This design comes from an exercise in tuning for small area, a short achievable clock period and few clock cycles per item on the open sky130 flow, not from production work. In this exercise RTL edits were held to simulation tests only and were not proved equivalent to the original. Power is estimated from default activity; no workload was simulated.

==> design.v <==
`timescale 1ns / 1ps
`default_nettype none
package mps_pkg;
  localparam int SAMPLE_BITS = 16;
  localparam int POOLED_W    = SAMPLE_BITS - 1;
  localparam int COL_W       = 8;
  localparam int CHAN_W      = 10;
  localparam int IN_DATA_W   = 16;
  localparam int OUT_DATA_W  = 48;
  localparam int CFG_IDX_W   = 2;
  localparam int CFG_DATA_W  = 11;
  localparam int MEM_DEPTH   = 128;
  localparam int MEM_AW      = 7;
endpackage
`default_nettype wire
`timescale 1ns / 1ps
`default_nettype none
import mps_pkg::*;
module max_pool_stream (
  input  wire logic                           clk,
  input  wire logic                           rst_n,
  input  wire logic                           in_tvalid,
  output logic                                in_tready,
  input  wire logic [mps_pkg::IN_DATA_W-1:0]  in_tdata,
  output logic                                out_tvalid,
  input  wire logic                           out_tready,
  output logic [mps_pkg::OUT_DATA_W-1:0]      out_tdata,
  output logic                                out_tlast,
  input  wire logic                           cfg_wr_en,
  input  wire logic [mps_pkg::CFG_IDX_W-1:0]  cfg_index,
  input  wire logic [mps_pkg::CFG_DATA_W-1:0] cfg_wr_data
);
  function automatic logic gt15(input logic [14:0] a, input logic [14:0] b);
    logic [15:0] g, e;
    g = {1'b0, a & ~b};
    e = {1'b1, ~(a ^ b)};
    for (int i = 1; i < 16; i += 2) begin
      g[i] = g[i] | (e[i] & g[i-1]);
      e[i] = e[i] & e[i-1];
    end
    for (int i = 3; i < 16; i += 4) begin
      g[i] = g[i] | (e[i] & g[i-2]);
      e[i] = e[i] & e[i-2];
    end
    for (int i = 7; i < 16; i += 8) begin
      g[i] = g[i] | (e[i] & g[i-4]);
      e[i] = e[i] & e[i-4];
    end
    gt15 = g[15] | (e[15] & g[7]);
  endfunction
  logic [2:0] pm1;
  logic [7:0] wm1, hm1;
  logic [9:0] cm1;
  logic [8:0] wfull;      
  logic       restart;    
  always_ff @(posedge clk) begin
    if (!rst_n) begin
      pm1 <= 3'd1;
      wm1 <= 8'd27;
      hm1 <= 8'd27;
      cm1 <= 10'd0;
      wfull <= 9'd28;
    end else if (cfg_wr_en) begin
      case (cfg_index)
        2'd0: pm1 <= (cfg_wr_data[3:0] == 4'd0) ? 3'd0 :
                     (cfg_wr_data[3] ? 3'd7 : cfg_wr_data[2:0] - 3'd1);
        2'd1: begin
          wm1   <= (cfg_wr_data[8:0] == 9'd0) ? 8'd0 :
                   (cfg_wr_data[8] ? 8'd255 : cfg_wr_data[7:0] - 8'd1);
          wfull <= (cfg_wr_data[8:0] == 9'd0) ? 9'd1 :
                   (cfg_wr_data[8] ? 9'd256 : cfg_wr_data[8:0]);
        end
        2'd2: hm1 <= (cfg_wr_data[8:0] == 9'd0) ? 8'd0 :
                     (cfg_wr_data[8] ? 8'd255 : cfg_wr_data[7:0] - 8'd1);
        default: cm1 <= (cfg_wr_data[10:0] == 11'd0) ? 10'd0 :
                        (cfg_wr_data[10] ? 10'd1023 : cfg_wr_data[9:0] - 10'd1);
      endcase
    end
  end
  always_ff @(posedge clk) begin
    restart <= !rst_n || cfg_wr_en;
  end
  logic       div_go, div_busy, div_busy_n;
  logic [3:0] div_cnt;
  logic [3:0] div_r;      
  logic [8:0] div_q;      
  logic [4:0] div_t;
  logic       div_ge;
  logic [7:0] nwin;
  logic       div_fin;
  logic [6:0] n;
  logic       one_win, two_win;
  always_ff @(posedge clk) begin
    div_go <= !rst_n || (cfg_wr_en && !cfg_index[1]);
  end
  always_comb begin
    div_t   = {div_r, div_q[8]};
    div_ge  = div_t > {2'd0, pm1};
    nwin    = div_q[7:0];
    div_fin = div_busy && div_cnt == 4'd0;
    if (div_go) div_busy_n = 1'b1;
    else if (div_fin) div_busy_n = 1'b0;
    else div_busy_n = div_busy;
  end
  always_ff @(posedge clk) begin
    div_busy <= div_busy_n;
    if (div_go) begin
      div_r <= '0;
      case (pm1)
        3'd1:    begin div_q <= {1'b0, wfull[8:1]};   div_cnt <= 4'd0; end
        3'd3:    begin div_q <= {2'b0, wfull[8:2]};   div_cnt <= 4'd0; end
        3'd7:    begin div_q <= {3'b0, wfull[8:3]};   div_cnt <= 4'd0; end
        default: begin div_q <= wfull;                div_cnt <= 4'd9; end
      endcase
    end else if (div_busy && div_cnt != 4'd0) begin
      div_r   <= div_ge ? 4'(div_t + ~{2'd0, pm1}) : div_t[3:0];
      div_q   <= {div_q[7:0], div_ge};
      div_cnt <= div_cnt - 4'd1;
    end
    if (div_fin) begin
      one_win <= nwin <= 8'd1;
      two_win <= nwin == 8'd2;
      n       <= (nwin >= 8'd67) ? {1'b1, 6'(nwin[5:0] - 6'd1)}
                                 : {1'b0, 6'(nwin[5:0] - 6'd3)};
    end
  end
  logic p_one, w_fit, h_fit, w_one, h_one, c_one;
  always_comb begin
    p_one = pm1 == 3'd0;
    w_fit = wm1 >= {5'd0, pm1};
    h_fit = hm1 >= {5'd0, pm1};
    w_one = wm1 == 8'd0;
    h_one = hm1 == 8'd0;
    c_one = cm1 == 10'd0;
  end
  logic                skid_v, s1_v, out_v, s1_v_n;
  logic [POOLED_W-1:0] skid_s, s1_s;
  logic                s1_emit, s1_hold, s1_go, s1_free, s1_load, in_fire;
  logic                hold;
  logic [2:0] cw, rw;           
  logic [7:0] colrem, rowrem;   
  logic [7:0] oc, orow;
  logic [9:0] ch;
  logic       col_ok, row_ok;   
  logic       cw0, cwl, rw0, rwl, row_end, chan_end, last_ch, oc0;
  logic [2:0] cw_n, rw_n;
  logic [7:0] colrem_n, rowrem_n, oc_n, orow_n;
  logic [9:0] ch_n;
  logic       col_ok_n, row_ok_n;
  logic       cw0_n, cwl_n, rw0_n, rwl_n, row_end_n, chan_end_n, last_ch_n, oc0_n;
  logic in_win;
  always_comb begin
    in_win    = col_ok && row_ok;
    s1_emit   = s1_v && in_win && cwl && rwl;
    s1_hold   = hold;
    s1_go     = s1_v && !s1_hold && (!s1_emit || !out_v || out_tready);
    s1_free   = !s1_v || s1_go;
    in_fire   = in_tvalid && !skid_v;
    s1_load   = s1_free && (skid_v || in_fire);
    s1_v_n    = !(!rst_n || cfg_wr_en) && (s1_load || (s1_v && !s1_go));
  end
  always_ff @(posedge clk) begin
    if (!rst_n || cfg_wr_en) skid_v <= 1'b0;
    else skid_v <= skid_v ? !s1_free : (in_fire && !s1_free);
    s1_v <= s1_v_n;
  end
  always_comb begin
    cw_n = cw;  cw0_n = cw0;  cwl_n = cwl;
    rw_n = rw;  rw0_n = rw0;  rwl_n = rwl;
    colrem_n = colrem;  row_end_n = row_end;
    rowrem_n = rowrem;  chan_end_n = chan_end;
    oc_n = oc;  oc0_n = oc0;  orow_n = orow;
    ch_n = ch;  last_ch_n = last_ch;
    col_ok_n = col_ok;  row_ok_n = row_ok;
    if (restart) begin
      cw_n = 3'd0;  cw0_n = 1'b1;  cwl_n = p_one;
      rw_n = 3'd0;  rw0_n = 1'b1;  rwl_n = p_one;
      colrem_n = wm1;  row_end_n = w_one;
      rowrem_n = hm1;  chan_end_n = h_one;
      oc_n = 8'd0;  oc0_n = 1'b1;  orow_n = 8'd0;
      ch_n = 10'd0;  last_ch_n = c_one;
      col_ok_n = w_fit;  row_ok_n = h_fit;
    end else if (s1_go) begin
      if (row_end) begin
        cw_n = 3'd0;  cw0_n = 1'b1;  cwl_n = p_one;
        colrem_n = wm1;  row_end_n = w_one;
        oc_n = 8'd0;  oc0_n = 1'b1;
        col_ok_n = w_fit;
        if (chan_end) begin
          rw_n = 3'd0;  rw0_n = 1'b1;  rwl_n = p_one;
          rowrem_n = hm1;  chan_end_n = h_one;
          orow_n = 8'd0;
          row_ok_n = h_fit;
          ch_n = last_ch ? 10'd0 : ch + 10'd1;
          last_ch_n = last_ch ? c_one : (ch + 10'd1 == cm1);
        end else begin
          rowrem_n = rowrem - 8'd1;
          chan_end_n = rowrem == 8'd1;
          if (rwl) begin
            rw_n = 3'd0;  rw0_n = 1'b1;  rwl_n = p_one;
            orow_n = orow + 8'd1;
            row_ok_n = rowrem > {5'd0, pm1};
          end else begin
            rw_n = rw + 3'd1;  rw0_n = 1'b0;  rwl_n = rw + 3'd1 == pm1;
          end
        end
      end else begin
        colrem_n = colrem - 8'd1;
        row_end_n = colrem == 8'd1;
        if (cwl) begin
          cw_n = 3'd0;  cw0_n = 1'b1;  cwl_n = p_one;
          oc_n = oc + 8'd1;  oc0_n = 1'b0;
          col_ok_n = colrem > {5'd0, pm1};
        end else begin
          cw_n = cw + 3'd1;  cw0_n = 1'b0;  cwl_n = cw + 3'd1 == pm1;
        end
      end
    end
  end
  always_ff @(posedge clk) begin
    cw <= cw_n;  cw0 <= cw0_n;  cwl <= cwl_n;
    rw <= rw_n;  rw0 <= rw0_n;  rwl <= rwl_n;
    colrem <= colrem_n;  row_end <= row_end_n;
    rowrem <= rowrem_n;  chan_end <= chan_end_n;
    oc <= oc_n;  oc0 <= oc0_n;  orow <= orow_n;
    ch <= ch_n;  last_ch <= last_ch_n;
    col_ok <= col_ok_n;  row_ok <= row_ok_n;
  end
  logic [POOLED_W-1:0] acc, acc_nxt, x_in;
  logic [POOLED_W-1:0] x32, x16, x8, xm, x2, x1, xt, mid, tail;
  logic                push, gt_acc, gt_rd, from_acc, from_rd, upd;
  logic                k_acc, k_s, k_upd, k_fa, k_fr;
  logic                c_acc, c_tail, c_s;
  logic                ci_acc, ci_tail, ci_s, ck_acc, ck_tail, ck_s;
  always_ff @(posedge clk) begin
    hold <= div_busy_n && col_ok_n && row_ok_n && cw0_n && !p_one &&
            !(rw0_n && oc0_n);
    push <= s1_v_n && col_ok_n && row_ok_n && cw0_n &&
            !(div_busy_n && !p_one && !(rw0_n && oc0_n));
  end
  always_comb begin
    from_acc = !cw0 || (!rw0 && one_win);
    from_rd  = cw0 && !rw0 && !one_win;
    upd      = s1_v && in_win && !s1_hold;
    x_in     = skid_v ? skid_s : (in_tdata[15] ? '0 : in_tdata[14:0]);
    ci_acc   = !in_tdata[15] && gt15(in_tdata[14:0], acc);
    ci_tail  = !in_tdata[15] && gt15(in_tdata[14:0], tail);
    ci_s     = !in_tdata[15] && gt15(in_tdata[14:0], s1_s);
    ck_acc   = gt15(skid_s, acc);
    ck_tail  = gt15(skid_s, tail);
    ck_s     = gt15(skid_s, s1_s);
    c_acc    = skid_v ? ck_acc  : ci_acc;
    c_tail   = skid_v ? ck_tail : ci_tail;
    c_s      = skid_v ? ck_s    : ci_s;
  end
  always_ff @(posedge clk) begin
    if (in_fire && !s1_free)
      skid_s <= in_tdata[15] ? '0 : in_tdata[14:0];
    if (s1_load) begin
      s1_s  <= x_in;
      gt_rd <= c_tail;
      k_acc <= c_acc;
      k_s   <= c_s;
      k_upd <= upd;
      k_fa  <= from_acc;
      k_fr  <= from_rd;
    end
  end
  always_comb begin
    if (!k_upd) gt_acc = k_acc;
    else if (k_fa) gt_acc = k_acc && k_s;
    else if (k_fr) gt_acc = gt_rd && k_s;
    else gt_acc = k_s;
  end
  always_comb begin
    if (from_acc) acc_nxt = gt_acc ? s1_s : acc;
    else if (from_rd) acc_nxt = gt_rd ? s1_s : tail;
    else acc_nxt = s1_s;
  end
  always_ff @(posedge clk) begin
    if (upd) acc <= acc_nxt;
  end
  logic [POOLED_W-1:0] seg62 [62];
  logic [POOLED_W-1:0] seg32 [32];
  logic [POOLED_W-1:0] seg16 [16];
  logic [POOLED_W-1:0] seg8  [8];
  logic [POOLED_W-1:0] seg4  [4];
  logic [POOLED_W-1:0] seg2  [2];
  logic [POOLED_W-1:0] seg1;
  always_comb begin
    x32 = n[6] ? seg62[61] : acc;
    x16 = n[5] ? seg32[31] : x32;
    x8  = n[4] ? seg16[15] : x16;
    xm  = n[3] ? seg8[7]   : x8;
    x2  = n[2] ? seg4[3]   : mid;
    x1  = n[1] ? seg2[1]   : x2;
    xt  = n[0] ? seg1      : x1;
  end
  always_ff @(posedge clk) begin
    if (push) begin
      seg62[0] <= acc;
      for (int i = 1; i < 62; i++) seg62[i] <= seg62[i-1];
      seg32[0] <= x32;
      for (int i = 1; i < 32; i++) seg32[i] <= seg32[i-1];
      seg16[0] <= x16;
      for (int i = 1; i < 16; i++) seg16[i] <= seg16[i-1];
      seg8[0] <= x8;
      for (int i = 1; i < 8; i++) seg8[i] <= seg8[i-1];
      mid     <= xm;
      seg4[0] <= mid;
      for (int i = 1; i < 4; i++) seg4[i] <= seg4[i-1];
      seg2[0] <= x2;
      seg2[1] <= seg2[0];
      seg1    <= x1;
      tail    <= two_win ? acc : xt;
    end
  end
  logic [POOLED_W-1:0] out_p, od_p;
  logic [7:0]          out_c, out_r, od_c, od_r;
  logic [9:0]          out_ch, od_ch;
  logic                out_l, od_l, out_l_n, out_ld, ov, rdy;
  always_comb begin
    out_ld  = s1_emit && (!out_v || out_tready);
    out_l_n = last_ch && (colrem <= {5'd0, pm1}) && (rowrem <= {5'd0, pm1});
  end
  always_ff @(posedge clk) begin
    if (!rst_n) out_v <= 1'b0;
    else if (out_ld) out_v <= 1'b1;
    else if (out_tready) out_v <= 1'b0;
  end
  always_ff @(posedge clk) begin
    if (!rst_n) ov <= 1'b0;
    else if (s1_emit && (!ov || out_tready)) ov <= 1'b1;
    else if (out_tready) ov <= 1'b0;
  end
  always_ff @(posedge clk) begin
    if (!rst_n || cfg_wr_en) rdy <= 1'b1;
    else if (!rdy) rdy <= s1_free;
    else rdy <= !(in_tvalid && !s1_free);
  end
  always_ff @(posedge clk) begin
    if (out_ld) begin
      out_p  <= acc_nxt;
      out_c  <= oc;
      out_r  <= orow;
      out_ch <= ch;
      out_l  <= out_l_n;
    end
  end
  always_ff @(posedge clk) begin
    if (!rst_n) begin
      od_p  <= '0;
      od_c  <= '0;
      od_r  <= '0;
      od_ch <= '0;
      od_l  <= 1'b0;
    end else begin
      od_p  <= out_ld ? acc_nxt : out_p;
      od_c  <= out_ld ? oc      : out_c;
      od_r  <= out_ld ? orow    : out_r;
      od_ch <= out_ld ? ch      : out_ch;
      od_l  <= out_ld ? out_l_n : out_l;
    end
  end
  assign in_tready  = rdy;
  assign out_tvalid = ov;
  assign out_tdata  = {7'd0, od_ch, od_r, od_c, od_p};
  assign out_tlast  = od_l;
endmodule
`default_nettype wire
==> run.sh <==
#!/bin/bash
# synth_recipe.tcl (not shown) runs the flow's synth.tcl, then flattens the netlist and writes it again
# the make line also repeats each setting of config.mk as NAME=value (left out here)
make -C /OpenROAD-flow-scripts/flow DESIGN_CONFIG=/design/flow/config.mk WORK_HOME=/design/flow/orfs CLKGATE_MAP_FILE= SYNTH_SCRIPT=/design/flow/synth_recipe.tcl finish
==> config.mk <==
export PLATFORM = sky130hd
export DESIGN_NAME = max_pool_stream
export DESIGN_NICKNAME = max_pool_stream
export VERILOG_FILES = /design/flow/design.v
export SDC_FILE = /design/flow/constraint.sdc
export NUM_CORES = 4
export LEC_CHECK = 0
export CAP_MARGIN = 20
export CORE_ASPECT_RATIO = 0.5
export CORE_MARGIN = 2
export CORE_UTILIZATION = 65
export CTS_CLUSTER_DIAMETER = 100
export CTS_CLUSTER_SIZE = 24
export PLACE_DENSITY = 0.75
export SETUP_SLACK_MARGIN = 3.0
export SLEW_MARGIN = 20
==> constraint.sdc <==
create_clock -name core_clock -period 5.5 [get_ports {clk}]
set_input_delay 1.1000 -clock core_clock [delete_from_list [all_inputs] [get_ports {clk}]]
set_output_delay 1.1000 -clock core_clock [all_outputs]
set_load 0.01 [all_outputs]
==> results of run 1 <==
[state kept, by name, indices dropped and copies added (netlist names), 9 cells and up]
signal  count
seg1       15
seg2       30
seg16     240
s1_s       15
od_ch      10
out_ch     10
seg32     480
out_p      15
ch         10
skid_s     15
tail       15
seg62     930
div_q       9
seg4       60
acc        15
seg8      120
mid        15
cm1        10
wfull       9
od_p       15
[worst min path at each step]
stage / endpoint / slack (ps) / depth (start not counted)
4_1_cts: seg4[2][13] / 400 / 0
3_5_place_dp: seg16[12][6] / 400 / 0
2_1_floorplan: seg16[10][0] / 400 / 0
5_1_grt: seg4[2][13] / 410 / 0
6_report: seg62[12][13] / 400 / 0
3_3_place_gp: seg62[46][11] / 400 / 0
[power breakdown]
group,switching [µW],internal (µW)
combinational,1160,699
clock,4780,3390
sequential,402,18800
[repair_timing]
item | CTS | global route
pin swaps | 1 | 1
cloned | 0 | 1
setup buffers | 8 | 8
resized for setup | 153 | 47
hold endpoints to repair | 0 | 0
setup endpoints to repair | 192 | 236
hold buffers | 0 | 0
[metal layers]
metal  wire, µm  vias to the layer above  GRT usage  share of wire
met5          0                        -          0              0
met4       2460                        0     0.0502          0.020
met3       7400                      146     0.0320          0.059
met2      56900                     1004      0.334           0.46
met1      58100                    15770      0.347           0.47
li1           -                    13729          -              -
[cells by family (layout without fill, tap and decap cells)]
| group | count (synthesis) | after routing | synth area share |
|---|---|---|---|
| AO/OA/AOI/OAI | 341 | 341 | 0.0301 |
| XOR/XNOR | 56 | 56 | 0.00678 |
| adder cells (fa/ha/maj) | 114 | 114 | 0.0199 |
| buffers and inverters | 165 | 339 | 0.00926 |
| flip-flops | 2172 | 2172 | 0.878 |
| multiplexers | 123 | 123 | 0.0187 |
| other | 1 | 9 | 0.0000519 |
| AND/OR/NAND/NOR | 552 | 553 | 0.0372 |
[synth_stat cells (all sizes together) (7+ instances only)]
library cell and n:
inv 78, o211ai 26, a21oi 71, a2111oi 8, a21boi 17, nor2 103, or3 9, nor3 23
o211a 8, nand3b 11, nor2b 31, clkbuf 64, and2 32, a21o 27, xor2 29, nand3 25
o21ai 120, ha 112, o311ai 15, and4 8, xnor2 27, edfxtp 1999, nand2 219, buf 23
mux2 96, nor3b 20, nand4 15, mux2i 27, a221oi 7, dfxtp 173, a31oi 11, nand2b 22
and3 9
[through the flow]
stage / worst slack (ps) / area, µm² / util / std cells
final: 3040 / 78100 / 0.709 / 5203
after global routing: 2980 / 78100 / 0.709 / 5201
after CTS: 3000 / 77900 / 0.707 / 5192
after detailed placement: 1900 / 75100 / 0.681 / 5053
after global placement: 1940 / 75100 / 0.681 / 5053
after floorplan: -8320 / 72300 / - / 3530
[layout make-up]
class,instances,area share
antenna,2,0.0000641
clock buffer,125,0.0335
timing repair buffer,130,0.0161
inverter,78,0.00401
tap,1496,0.0240
clock inverter,6,0.00152
sequential,2172,0.814
multi-input combinational,1194,0.107
==> summary.txt, run 1 <==
- Largest net degree at the start of global routing: 200
- Crit end category: flip-flop
- Crit share post-route: 0.447
- Initial cell density of the core: 0.656
- Max Cap Viol: 0
- Post-synth top area share: 0.830
- Synth Warn #: 7
- Crit path DAT: about 3100 ps
- Slowest CP cell: clkdlybuf4s50_1
- Reg-to-reg slack, setup: 3090 ps
- Num CTS Buffers: 100
- Syn Std Cell Area: 0.0723 mm²
- Hold_ws: 398 ps
- Worst Reg-to-Reg Cells: 6
- Worst Path Required: 6090 ps
- Unrepaired setup endpoints after global routing: true
- Worst-skew pair later-pin latency: 750 ps
- Clock skew: 42.0 ps
- Footprint of the multi-input gates: about 0.0084 mm²
- Synth top area cells: edfxtp_1 (83%), dfxtp_1 (4.8%), ha_1 (1.9%)
- CP Depth: 6
- Register Area: 0.0635 mm²
- Final nets: 3824
- Max frequency: 406 MHz
- Reg2reg end: k_acc
- Initial drt markers: 3590
- EDFF count, synth: 1999
- Fill cells: 6384
- CP Class: in -> reg
- # IOs: 85
- Cells along the critical path: clkdlybuf4s50_1, or3_4, or4_4, buf_4, a21oi_1, o211ai_1
- Grt ovf: 0
- CTS tree: done
- Clock sinks: approximately 2200
- Setup TNS: 0 ps
- Drt pass-1 iters: 5
- Worst Path Buf+Inv: 2
- Seq/Total Area, Yosys: 0.878
- CP startpoint: cfg_wr_data[4]
- Crit-path max cell delay: 500 ps
- Clk slew on worst S/H paths: approximately 100 ps
- CP top delay family: simple AND/OR/NAND/NOR gates
- Peak VDD IR: 0.312 mV
- Hpwl dp: about 68 mm
- Post-route ant nets: 0
- Total power: 29200 µW
- Tmin final: 2460 ps
- Layout cells sized above 1: 0.0947
- Vias in the first global route: between 20000 and 30000
- Critical Path Sink: hm1[3]
- Final Max Slew Viols: 0
- Die span in x: 476 µm
- Root buffer cell: clkbuf_16
- Outcome: timing/DRC/antenna clean
- FF-to-FF Start: acc[6]
- Area Overhead vs Synth: 7.98%
- Hold Crit Start: seg62[11][13]
- GR Util All Layers: 0.220
- DRC: 0
- Synth Register Bits: 2172
- Final setup fails: 0
- CP Launch Type: primary input
- Initial antenna violation count: 6
- Final GP Congestion: ~0.83
- Die Y-Extent: 240 µm
- Crit-path max FO: 6
- Clock Path Buffers: 3
- Unique cell type count in the Yosys netlist: 71
- Core Box Area: between 0.1 and 0.15 mm²
- First-pass GRT wire length: between 150 and 200 mm
- Commonest non-fill, non-tap cell in the layout: edfxtp_1
- Post-Route WL: between 100 and 150 mm
- Slew Limit Headroom: 0.228
- Leak pwr: between 0.02 and 0.025 µW
- Worst Hold Class: reg -> reg
- Syn Area/Cell: between 20 and 25 µm²
- Die area: 0.114 mm²
- Slew @ Worst Pin: 1160 ps
- Rows: 86
- Pwr/cell area: ~370 mW/mm²
- PortBufs: 77
- Cells after Synth: 3524
- # H-tree levels: 3
- Fin. Hold Viols: 0
- Post-synth ARST share: 0
- Yosys top cell by area: edfxtp_1
- Vias per cell: 5.89
- Routed WL per cell: 24.0 µm
- Commonest non-fill, non-tap cells in the layout: edfxtp_1 (1999), nand2_1 (219), dfxtp_1 (160)
- Top FF cell, synth: edfxtp_1
- Vias after detailed routing: 30649
Testbench counts, summed over its fixed seeds: cycles 177,457, samples 176,956.
==> run 2, diff against run 1 <==
--- a/config.mk
+++ b/config.mk
@@ -6,11 +6,11 @@
 export NUM_CORES = 4
 export LEC_CHECK = 0
 export CAP_MARGIN = 20
-export CORE_ASPECT_RATIO = 0.5
+export CORE_ASPECT_RATIO = 0.65
 export CORE_MARGIN = 2
 export CORE_UTILIZATION = 65
 export CTS_CLUSTER_DIAMETER = 100
 export CTS_CLUSTER_SIZE = 24
 export PLACE_DENSITY = 0.75
-export SETUP_SLACK_MARGIN = 3.0
+export SETUP_SLACK_MARGIN = 3.2
 export SLEW_MARGIN = 20
==> summary.txt, run 2 <==
- # H-tree levels: 3 (unchanged)
- Unique cell type count in the Yosys netlist: 71 (unchanged)
- Hpwl dp: 63.9 mm (-5.9%)
- Final GP Congestion: 0.887 (+6.6%)
- CTS Hold Bufs: 0 (unchanged)
- Crit path DAT: 2980 ps (-70 ps)
- Crit-path max FO: 11 (+5)
- GR Util All Layers: 0.198 (-0.0224)
- Number of flip-flops in the largest register: 930 (unchanged)
- Slowest CP cell: or4b_4
- Post-place setup slack: 2000 ps (+98.7 ps)
- Synth top cells by count: edfxtp_1 (1999), nand2_1 (219), dfxtp_1 (173)
- CP top delay family: simple AND/OR/NAND/NOR gates
- Top reg by flops: seg62
- Crit share post-route: 0.421 (-0.0265)
- Core Box Area: 0.110 mm² (about the same)
- Clock Path Buffers: 3 (unchanged)
- Initial antenna violation count: 17 (+11)
- Cells along the critical path: dlygate4sd2_1, and2b_2, a21oi_4, nor2_4, inv_8, or4b_4, a221oi_4, and3_1
- Routed WL per cell: 21.9 µm (-8.8%)
- Leak pwr: 0.0253 µW (+1.4%)
- Syn Area/Cell: 20.5 µm² (unchanged)
- CP Launch Type: primary input
- Area Overhead vs Synth: 8.99%
- Setup TNS: 0 ps (unchanged)
- Final nets: 3855 (+0.81%)
- Synth Warn #: 7 (unchanged)
- Biggest regs: seg62 x930, seg32 x480, seg16 x240
- Initial drt markers: 3177 (-12%)
- Cells after Synth: 3524 (unchanged)
- Top FF cell, synth: edfxtp_1
- PortBufs: 77 (unchanged)
- Vias in the first global route: 28215 (-5.3%)
- # IOs: 85 (unchanged)
- Unrepaired setup endpoints after global routing: true
- Outcome: timing/DRC/antenna clean
- Post-synth top area share: 0.830 (unchanged)
- Largest net degree at the start of global routing: 191 (-4.5%)
- Peak VDD IR: 0.258 mV (-17%)
- DRC: 0 (unchanged)
- Crit-path max cell delay: 550 ps (+50 ps)
- Grt ovf: 0 (unchanged)
- Most frequent cell after synthesis: edfxtp_1
- Drt pass-1 iters: 5 (unchanged)
- Yosys top cell by area: edfxtp_1
- Worst Path Required: 6170 ps (+80 ps)
- Slew @ Worst Pin: 1040 ps (-123 ps)
- Root buffer cell: clkbuf_16
- Worst Hold Class: reg -> reg
- Die span in x: 418 µm (-12%)
- Rows: 98 (+14%)
- Synth Register Bits: 2172 (unchanged)
- Clock sinks: 2172 (unchanged)
- Layout cells sized above 1: 0.123 (+0.0279)
- Die Y-Extent: 273 µm (+14%)
- Syn Std Cell Area: 0.0723 mm² (unchanged)
- CP Class: in -> reg
- Seq/Total Area, Yosys: 0.878 (unchanged)
- Fin. Hold Viols: 0 (unchanged)
- Final setup fails: 0 (unchanged)
- Post-route setup slack: 3190 ps (+146 ps)
- Max frequency: 432 MHz (+6.3%)
- Die area: 0.114 mm² (about the same)
- Final Max Slew Viols: 0 (unchanged)
- Num CTS Buffers: 100 (unchanged)
- First-pass GRT wire length: 169 mm (-8.8%)
- Vias per cell: 5.76 (-2.2%)
- Vias after detailed routing: 29990 (-2.2%)
- Crit end category: flip-flop
- Commonest non-fill, non-tap cell in the layout: edfxtp_1
- Synth top area cells: edfxtp_1 (83%), dfxtp_1 (4.8%), ha_1 (1.9%)
- Tmin final: 2310 ps (-146 ps)
- Post-synth ARST share: 0 (unchanged)
- Max Cap Viol: 0 (unchanged)
- EDFF count, synth: 1999 (unchanged)
- Initial cell density of the core: 0.657 (about the same)
- Pwr/cell area: 370 mW/mm² (-0.94%)
- Final core occ: 0.716 (+0.00712)
- Post-Route WL: 114 mm (-8.8%)
- Worst-skew pair later-pin latency: 750 ps (about the same)
- Clock skew: 30.2 ps (-11.9 ps)
- Worst Path Buf+Inv: 2 (unchanged)
- Post-route ant nets: 0 (unchanged)
- Slew Limit Headroom: 0.309 (+0.0817)
- CTS tree: done
- Clk slew on worst S/H paths: 90 ps (about the same)
- Commonest non-fill, non-tap cells in the layout: edfxtp_1 (1999), nand2_1 (219), dfxtp_1 (134)
==> run 2: cell counts after synthesis <==
No cell type changed its count.
==> run 2: path summary, 6_finish.rpt <==
| path | startpoint | to | slack, ps | depth (start not counted) |
|---|---|---|---|---|
| max | out_tready | push | 3190 | 8 |
| min | seg62[5][13] | seg62[6][13] | 400 | 0 |
| max reg2reg | acc[14] | k_acc | 3250 | 6 |
| min reg2reg | seg62[5][13] | seg62[6][13] | 400 | 0 |
==> run 2: stage by stage <==
| stage | total power (µW) | area [µm²] | cells | hold slack, ps |
|---|---|---|---|---|
| global route | 30200 | 78800 | 5203 | 422 |
| floorplan | 20800 | 72300 | 3530 | 400 |
| detailed placement | 21300 | 75000 | 5005 | 405 |
| global placement | 21200 | 75000 | 5005 | 400 |
| finish | 29200 | 78800 | 5204 | 404 |
| CTS | 29400 | 78300 | 5173 | 409 |
==> run 2: per-layer routing <==
layer  track usage  vias to the layer above  part of all wire
met2         0.287                      740              0.44
met3        0.0302                      188             0.052
met5             0                        -                 0
li1              -                    13826                 -
met1         0.323                    15236              0.48
met4        0.0489                        0             0.023
==> run 2: worst register-to-register path, stage by stage, from the launching register on <==
cell and delay (ps):
edfxtp_1 610, inv_1 170, ha_1 310, nor2b_1 180
a2111oi_4 340, o21ai_1 150, a32o_1 260
==> run 2: cell type report <==
type | instances | area [µm²]
multi-input cells | 1197 | 8720
flip-flops and latches | 2172 | 63500
fillers | 6426 | 31300
diodes | 2 | 5.00
clock inverters | 8 | 115
repair inverters | 1 | 6.26
clock buffers | 139 | 2670
well taps | 1450 | 1810
repair buffers | 157 | 1620
inverters | 78 | 312
==> run 2: power breakdown <==
group | internal (µW) | total (µW) | switching (µW)
logic | 766 | 1970 | 1200
clock network | 3420 | 8090 | 4660
registers | 18800 | 19100 | 378
total | 22900 | 29200 | 6240
==> run 2: timing repair <==
item,in CTS,in global routing
cloned,4,1
buffers inserted,17,27
endpoints found under the setup margin,578,133
pin swaps,7,14
resized for setup,317,76
endpoints found under the hold margin,0,0
==> run 2: kinds of logic (layout without fill, tap and decap cells) <==
group	Yosys count	in the layout	synth area share
AOI/OAI and AO/OA	341	342	0.0301
xor gates and xnor gates	56	56	0.00678
adders and majority gates	114	114	0.0199
buffers and inverters	165	383	0.00926
DFF	2172	2172	0.878
muxes	123	123	0.0187
other	1	9	0.0000519
and+or+nand+nor	552	555	0.0372
==> run 3, diff against run 2 <==
--- a/config.mk
+++ b/config.mk
@@ -6,11 +6,11 @@
 export NUM_CORES = 4
 export LEC_CHECK = 0
 export CAP_MARGIN = 20
-export CORE_ASPECT_RATIO = 0.65
+export CORE_ASPECT_RATIO = 0.5
 export CORE_MARGIN = 2
-export CORE_UTILIZATION = 65
+export CORE_UTILIZATION = 68
 export CTS_CLUSTER_DIAMETER = 100
 export CTS_CLUSTER_SIZE = 24
-export PLACE_DENSITY = 0.75
+export PLACE_DENSITY = 0.77
 export SETUP_SLACK_MARGIN = 3.2
 export SLEW_MARGIN = 20
==> summary.txt, run 3 <==
- Compound-cell area share of the yosys netlist: 0.0301 (unchanged)
- Final nets: 3857 (+0.052%)
- Synth Warn #: 7 (unchanged)
- CP Class: reg -> reg
- Crit share post-route: 0.427 (+0.00636)
- Post-Route WL: 128 mm (+13%)
- Max frequency: 426 MHz (-1.5%)
- Die Y-Extent: 235 µm (-14%)
- Final setup fails: 0 (unchanged)
- Clock Path Buffers: 3 (unchanged)
- Met1 Usage GRT: 0.362 (+0.0394)
- Worst Path Required: 6010 ps (-160 ps)
- Setup TNS: 0 ps (unchanged)
- Peak VDD IR: 0.319 mV (+24%)
- GR peak layer: met2
- Leak pwr: 0.0252 µW (-0.34%)
- Design area: 0.0786 mm² (-0.21%)
- Most frequent cell after synthesis: edfxtp_1
- Diodes inserted: 0 (-2)
- Post-synth top area share: 0.830 (unchanged)
- Vias after detailed routing: 31102 (+3.7%)
- Cells after Synth: 3524 (unchanged)
- Worst Hold Class: reg -> reg
- Die area: 0.109 mm² (-4.3%)
- # H-tree levels: 3 (unchanged)
- Max Cap Viol: 0 (unchanged)
- Layout cells sized above 1: 0.126 (+0.00340)
- Tmin final: 2350 ps (+35.0 ps)
- Syn Area/Cell: 20.5 µm² (unchanged)
- Initial antenna violation count: 10 (-7)
- Post-route ant nets: 0 (unchanged)
- Synth top area cells: edfxtp_1 (83%), dfxtp_1 (4.8%), ha_1 (1.9%)
- Vias per cell: 6.03 (+4.7%)
- Clk slew on worst S/H paths: 100 ps (about the same)
- CTS tree: done
- Commonest non-fill, non-tap cell in the layout: edfxtp_1
- Routed WL per cell: 24.8 µm (+14%)
- Crit end category: flip-flop
- Num CTS Buffers: 100 (unchanged)
- Yosys top cell by area: edfxtp_1
- Placed cell areas: 0.0749 mm² (-0.13%)
- Root buffer cell: clkbuf_16
- Rows: 84 (-14%)
- Initial drt markers: 3711 (+17%)
- Synth Register Bits: 2172 (unchanged)
- Grt ovf: 0 (unchanged)
- Crit path DAT: 2860 ps (-120 ps)
- Biggest regs: seg62 x930, seg32 x480, seg16 x240
- GR Util met3: 0.0348 (+0.00458)
- Die span in x: 465 µm (+11%)
- Fill cells: 5621 (-13%)
- # IOs: 85 (unchanged)
- Met2 Use GR: 0.367 (+0.0799)
- Number of flip-flops in the largest register: 930 (unchanged)
- Crit-path max FO: 3 (-8)
- GR Util All Layers: 0.235 (+0.0374)
- Synth top cells by count: edfxtp_1 (1999), nand2_1 (219), dfxtp_1 (173)
- PortBufs: 77 (unchanged)
- Syn Std Cell Area: 0.0723 mm² (unchanged)
- Mux contribution to synthesized area: 0.0187 (unchanged)
- Vias in the first global route: 29921 (+6.0%)
- Unrepaired setup endpoints after global routing: true
- Worst-skew pair later-pin latency: 750 ps (about the same)
- Main combinational cell family by area after synthesis: simple AND/OR/NAND/NOR gates
- DRC: 0 (unchanged)
- Clock skew: 48.6 ps (+18.4 ps)
- Fin. Hold Viols: 0 (unchanged)
- Final Max Slew Viols: 0 (unchanged)
- Final GP Congestion: 0.830 (-6.5%)
- EDFF count, synth: 1999 (unchanged)
- Seq/Total Area, Yosys: 0.878 (unchanged)
- Area Overhead vs Synth: 8.76%
- Initial cell density of the core: 0.687 (+0.0306)
- Drt pass-1 iters: 6 (+1)
- Largest net degree at the start of global routing: 204 (+6.8%)
- Hpwl dp: 68.9 mm (+7.8%)
- Slew @ Worst Pin: 1120 ps (+80.0 ps)
- Synth Area in Simple Gates: 0.0372 (unchanged)
- Commonest non-fill, non-tap cells in the layout: edfxtp_1 (1999), nand2_1 (219), dfxtp_1 (124)
- Synth Area in Adders: 0.0199 (unchanged)
- Xor and xnor area share after synthesis: 0.00678 (unchanged)
- Clock sinks: 2172 (unchanged)
- Top FF cell, synth: edfxtp_1
- First-pass GRT wire length: 189 mm (+12%)
- Top reg by flops: seg62
- Post-synth ARST share: 0 (unchanged)
- Unique cell type count in the Yosys netlist: 71 (unchanged)
- Outcome: timing/DRC/antenna clean
- Pwr/cell area: 373 mW/mm² (+0.85%)
- Slew Limit Headroom: 0.256 (-0.0533)
- CP Launch Type: flip-flop
- Core Box Area: 0.105 mm² (-4.5%)
==> run 3: final timing paths <==
check               from     endpoint  slack (ps)  cells after the start
max            skid_s[9]          k_s        3150                      7
min          seg4[1][12]  seg4[2][12]         380                      0
max reg2reg    skid_s[9]          k_s        3150                      7
min reg2reg  seg4[1][12]  seg4[2][12]         380                      0
==> run 3: kinds of logic (layout without fill, tap and decap cells) <==
logic type,Yosys count,after routing
flops,2172,2172
simple gates,552,552
compound gates,341,341
buf+inv,165,373
mux,123,123
fa+ha+maj,114,114
xor+xnor,56,56
other cells,1,7
==> run 3: stage by stage <==
stage | worst slack [ps] | instances | total power (µW) | utilization | hold WS [ps]
final | 3150 | 5157 | 29400 | 0.748 | 382
after global placement | 1950 | 4969 | 21100 | 0.712 | 400
after floorplan | -8320 | 3530 | 20800 | - | 400
after global routing | 3060 | 5157 | 30300 | 0.748 | 380
after detailed placement | 1880 | 4969 | 21200 | 0.712 | 405
after CTS | 3100 | 5127 | 29500 | 0.743 | 367
==> run 3: report_power, final <==
| part | total [µW] | internal [µW] | switching (µW) |
|---|---|---|---|
| clock | 8210 | 3390 | 4820 |
| combinational | 1960 | 786 | 1180 |
| sequential | 19200 | 18800 | 435 |
==> run 3: critical path, stage by stage, from the launching register on <==
cell and delay, ps:
edfxtp_1 540, buf_4 220, ha_4 210, a21o_1 180
a21o_1 190, a2111oi_1 380, o21ai_1 130, a32o_1 260
==> run 3: metal layers <==
layer	vias up	part of all wire
met5	-	0.00021
met4	4	0.021
met3	175	0.068
met2	1113	0.47
met1	16023	0.44
li1	13787	-
==> run 3: final cells by class <==
cell class                      count  area, µm²  area share
Timing Repair inverter              1       6.26   0.0000795
Inverter                           78        312     0.00396
Multi-Input combinational cell   1193       8620       0.110
Clock buffer                      125       2620      0.0333
Clock inverter                      6        118     0.00150
Sequential cell                  2172      63600       0.808
Timing Repair Buffer              163       1620      0.0206
Tap cell                         1419       1780      0.0226
==> run 3: timing repair <==
| action | in CTS | in global routing |
|---|---|---|
| cloned | 0 | 1 |
| setup buffers | 27 | 29 |
| hold buffers | 0 | 0 |
| resized for setup | 354 | 60 |
| pin swaps | 2 | 11 |
| setup endpoints to repair | 524 | 97 |

[what the ideal ports hide]
No port has a modelled driver above. Below, the same layouts with a new extraction and two added sets of constraints.
Step 1, drivers: a clkbuf_16 drives clk and a buf_2 each remaining input, both assumed.
Step 2, shift: input delay + t, output delay - t, t = (earliest + latest rising clock arrival at the registers) / 2. This alone moves slack from input paths to output paths.
Slacks: no drivers / after step 1 / after step 2; pairs: no drivers / after step 1.
| run | t (ns) | slack for setup (ns) | pins driven straight from the clock port |
|---|---|---|---|
| run 1 | 0.811 | 3.040 / 2.973 / 2.223 | 1 |
| run 2 | 0.814 | 3.186 / 3.116 / 2.346 | 1 |
| run 3 | 0.805 | 3.151 / 3.080 / 2.370 | 1 |
After both steps setup and hold are still met in every run listed. For run 2, which loses most, drivers alone change the setup slack by -0.070 ns; drivers and shift together by -0.840 ns.
